Source: an optimization exercise on an open RTL-to-GDS flow (aim: small area, a short achievable clock period and few clock cycles). Production flows keep margins and buffers that such runs may drop.

Setup of the previous run:
Design priority_active_expired_scheduler, start of the top module:
module priority_active_expired_scheduler (
  input  logic                clk,
  input  logic                rst,
  input  logic                cfg_write,
  input  logic [CFG_W-1:0]    cfg_data,
  input  logic                req_valid,
  output logic                req_ready,
  input  logic                req_operation,
  input  logic [ID_BITS-1:0]  req_proc_id,
  input  logic [PRI_IN_W-1:0] req_dynamic_priority,
  input  logic [PRI_IN_W-1:0] req_static_prio,
  output logic                rsp_valid,
  input  logic                rsp_ready,
  output logic [1:0]          rsp_status,
  output logic [ID_BITS-1:0]  rsp_next_id,
  output logic [PRIO_W-1:0]   rsp_priority_now,
  output logic                rsp_banks_swapped
);
  localparam int REQ_W = 1 + ID_BITS + 1 + NUM_LEVELS;
  logic [LVL_W-1:0]      lm1;      
  logic [NUM_LEVELS-1:0] mask;     
  always_ff @(posedge clk) begin
    if (rst) begin
      lm1 <= LVL_W'(LEVELS_RESET - 1);
    end else if (cfg_write) begin
      if (cfg_data == '0) begin
        lm1 <= '0;
      end else if (cfg_data > CFG_W'(NUM_LEVELS)) begin
        lm1 <= LVL_W'(NUM_LEVELS - 1);
      end else begin
        lm1 <= LVL_W'(cfg_data - CFG_W'(1));
      end
    end
  end
  always_comb begin
    for (int l = 0; l < NUM_LEVELS; l++) begin
      mask[l] = LVL_W'(l) <= lm1;
    end
  end
  logic                  stall;
  logic                  acc;
  logic                  i_valid, s_valid, s_free;
  logic [REQ_W-1:0]      i_req, s_req, req_bus;
  logic                  n_expired;
  logic [PRI_IN_W-1:0]   n_stat_m1;
  logic [LVL_W-1:0]      n_lvl;
  logic                  n_ok;
  logic [NUM_LEVELS-1:0] n_lvl_oh;
  assign stall     = rsp_valid && !rsp_ready;
  assign req_ready = s_free;
  assign acc       = req_valid && s_free;
  assign n_expired = req_dynamic_priority[PRI_IN_W-1];
  assign n_stat_m1 = req_static_prio - PRI_IN_W'(1);
  assign n_lvl     = n_expired ? n_stat_m1[LVL_W-1:0] : req_dynamic_priority[LVL_W-1:0];
  assign n_ok      = !(n_expired && n_stat_m1[PRI_IN_W-1]) && mask[n_lvl];
  always_comb begin
  ...
For scale: ~4800 cells after synthesis, ~2300 flip-flops, ~42 I/O pins, about 89000 um2 of cells after synthesis.
Settings: LEC_CHECK=0, CAP_MARGIN=20, CORE_MARGIN=2, CORE_UTILIZATION=40, CTS_CLUSTER_DIAMETER=60, CTS_CLUSTER_SIZE=25, SETUP_SLACK_MARGIN=4.5, SLEW_MARGIN=20; clock period 7.5 ns.
run.sh (not shown) runs the stock make flow with config.mk's settings and CLKGATE_MAP_FILE= SYNTH_SCRIPT=/design/flow/synth_recipe.tcl, a recipe that flattens the netlist after the stock synthesis.
--- input diff the previous run..the current run ---
diff --git a/flow/design.v b/flow/design.v
--- a/flow/design.v
+++ b/flow/design.v
@@ -77,42 +77,36 @@
   input  logic                req_operation,
   input  logic [ID_BITS-1:0]  req_proc_id,
   input  logic [PRI_IN_W-1:0] req_dynamic_priority,
   input  logic [PRI_IN_W-1:0] req_static_prio,
   output logic                rsp_valid,
   input  logic                rsp_ready,
   output logic [1:0]          rsp_status,
   output logic [ID_BITS-1:0]  rsp_next_id,
   output logic [PRIO_W-1:0]   rsp_priority_now,
   output logic                rsp_banks_swapped
 );
   localparam int REQ_W = 1 + ID_BITS + 1 + NUM_LEVELS;
-  logic [LVL_W-1:0]      lm1;      
-  logic [NUM_LEVELS-1:0] mask;     
+  logic [NUM_LEVELS-1:0] mask;
+  logic [NUM_LEVELS-1:0] cfg_mask;
+  always_comb begin
+    for (int l = 0; l < NUM_LEVELS; l++) begin
+      cfg_mask[l] = (l == 0) || (cfg_data > CFG_W'(l));
+    end
+  end
   always_ff @(posedge clk) begin
     if (rst) begin
-      lm1 <= LVL_W'(LEVELS_RESET - 1);
+      mask <= NUM_LEVELS'((1 << LEVELS_RESET) - 1);
     end else if (cfg_write) begin
-      if (cfg_data == '0) begin
-        lm1 <= '0;
-      end else if (cfg_data > CFG_W'(NUM_LEVELS)) begin
-        lm1 <= LVL_W'(NUM_LEVELS - 1);
-      end else begin
-        lm1 <= LVL_W'(cfg_data - CFG_W'(1));
-      end
-    end
-  end
-  always_comb begin
-    for (int l = 0; l < NUM_LEVELS; l++) begin
-      mask[l] = LVL_W'(l) <= lm1;
+      mask <= cfg_mask;
     end
   end
   logic                  stall;
   logic                  acc;
   logic                  i_valid, s_valid, s_free;
   logic [REQ_W-1:0]      i_req, s_req, req_bus;
   logic                  n_expired;
   logic [PRI_IN_W-1:0]   n_stat_m1;
   logic [LVL_W-1:0]      n_lvl;
   logic                  n_ok;
   logic [NUM_LEVELS-1:0] n_lvl_oh;
   assign stall     = rsp_valid && !rsp_ready;
@@ -181,45 +175,49 @@
     a_lvl = '0;
     for (int l = 0; l < NUM_LEVELS; l++) begin
       if (i_lvl_oh[l]) begin
         a_lvl = a_lvl | LVL_W'(l);
       end
     end
   end
   logic [NUM_LEVELS-1:0] oh0, oh1;
   logic                  found0, found1;
   logic                  use1;
   logic [LVL_W-1:0]      t_lvl;
   logic                  t_swap;
-  paes_pick u_pick0 (.nonempty(ne[NUM_LEVELS-1:0]),  .mask(mask), .onehot(oh0), .found(found0));
-  paes_pick u_pick1 (.nonempty(ne[NQ-1:NUM_LEVELS]), .mask(mask), .onehot(oh1), .found(found1));
+  paes_pick u_pick0 (.nonempty(ne[NUM_LEVELS-1:0]),  .mask('1), .onehot(oh0), .found(found0));
+  paes_pick u_pick1 (.nonempty(ne[NQ-1:NUM_LEVELS]), .mask('1), .onehot(oh1), .found(found1));
   assign pop[NUM_LEVELS-1:0]  = (i_valid && i_take && (!bank || !found1)) ? oh0 : '0;
   assign pop[NQ-1:NUM_LEVELS] = (i_valid && i_take && ( bank || !found0)) ? oh1 : '0;
   assign use1   = bank ? found1 : !found0;
   assign t_swap = bank ? !found1 : !found0;
   always_comb begin
     t_lvl = '0;
     for (int l = 0; l < NUM_LEVELS; l++) begin
       if (use1 ? oh1[l] : oh0[l]) begin
         t_lvl = t_lvl | LVL_W'(l);
       end
     end
   end
   always_ff @(posedge clk) begin
     if (rst) begin
       bank <= 1'b0;
       for (int q = 0; q < NQ; q++) begin
         count[q] <= '0;
         ne[q]    <= 1'b0;
       end
+    end else if (cfg_write) begin
+      for (int q = 0; q < NQ; q++) begin
+        ne[q] <= (count[q] != '0) && cfg_mask[q % NUM_LEVELS];
+      end
     end else if (!stall) begin
       if (i_valid && i_take && t_swap) begin
         bank <= ~bank;
       end
       for (int q = 0; q < NQ; q++) begin
         if (pop[q]) begin
           count[q] <= count[q] - CNT_W'(1);
           ne[q]    <= count[q] != CNT_W'(1);
         end else if (inc[q]) begin
           count[q] <= count[q] + CNT_W'(1);
           ne[q]    <= 1'b1;
         end
Findings:
- The previous run → the current run: final routed wirelength across all metal layers moved up; global-route usage grew by 2.4 points; part of the cycle the worst path needs increased by 0.24 points relative to the old numbers.
- Diff the previous run -> the current run | cell count | up by a few percent
- Comparing the two runs side by side, the current run comes out behind the previous run on die area.
- Placed wire-length estimate: the current run > the previous run
- Re sequential share of layout area: the current run and the previous run aren't equal, and the lower value belongs to the current run.
- Comparing the current run and the previous run, the lower count of distinct cell types in the synthesized netlist is on the current run.
- Looking at worst setup path endpoint, the rsp_q[7] result is from the current run; the rsp_q[11] one comes from the previous run.
- Number of fill cells (lower): the current run
Function was not checked in any run of this note: the RTL went through the layout flow alone.

==> port drivers added, routing unchanged <==
In the flow no input, the clock included, has a driving cell. The finished layouts below were timed again as built, in two steps. Step 1, drivers: a clkbuf_16 drives clk and a buf_2 each remaining input, both assumed. Step 2 also shifts input and output timing later by t, the mid clock arrival at the registers, as if the neighbouring blocks saw the same clock. Slacks: no drivers / after step 1 / after step 2; pairs: no drivers / after step 1.
run	t, ns	setup slack, ns	hold WS [ns]	worst register clock-pin slew, ns	worst data-port slew with drivers (ns)
the previous run	0.921	4.354 / 4.354 / 3.661	0.403 / 0.403 / 0.403	0.10 / 0.10	0.10
the current run	0.942	4.336 / 4.336 / 3.467	0.428 / 0.428 / 0.428	0.10 / 0.10	0.15
After both steps setup and hold are still met in every run listed. For the current run, which loses most, drivers alone change the setup slack by 0.000 ns; drivers and shift together by -0.869 ns.
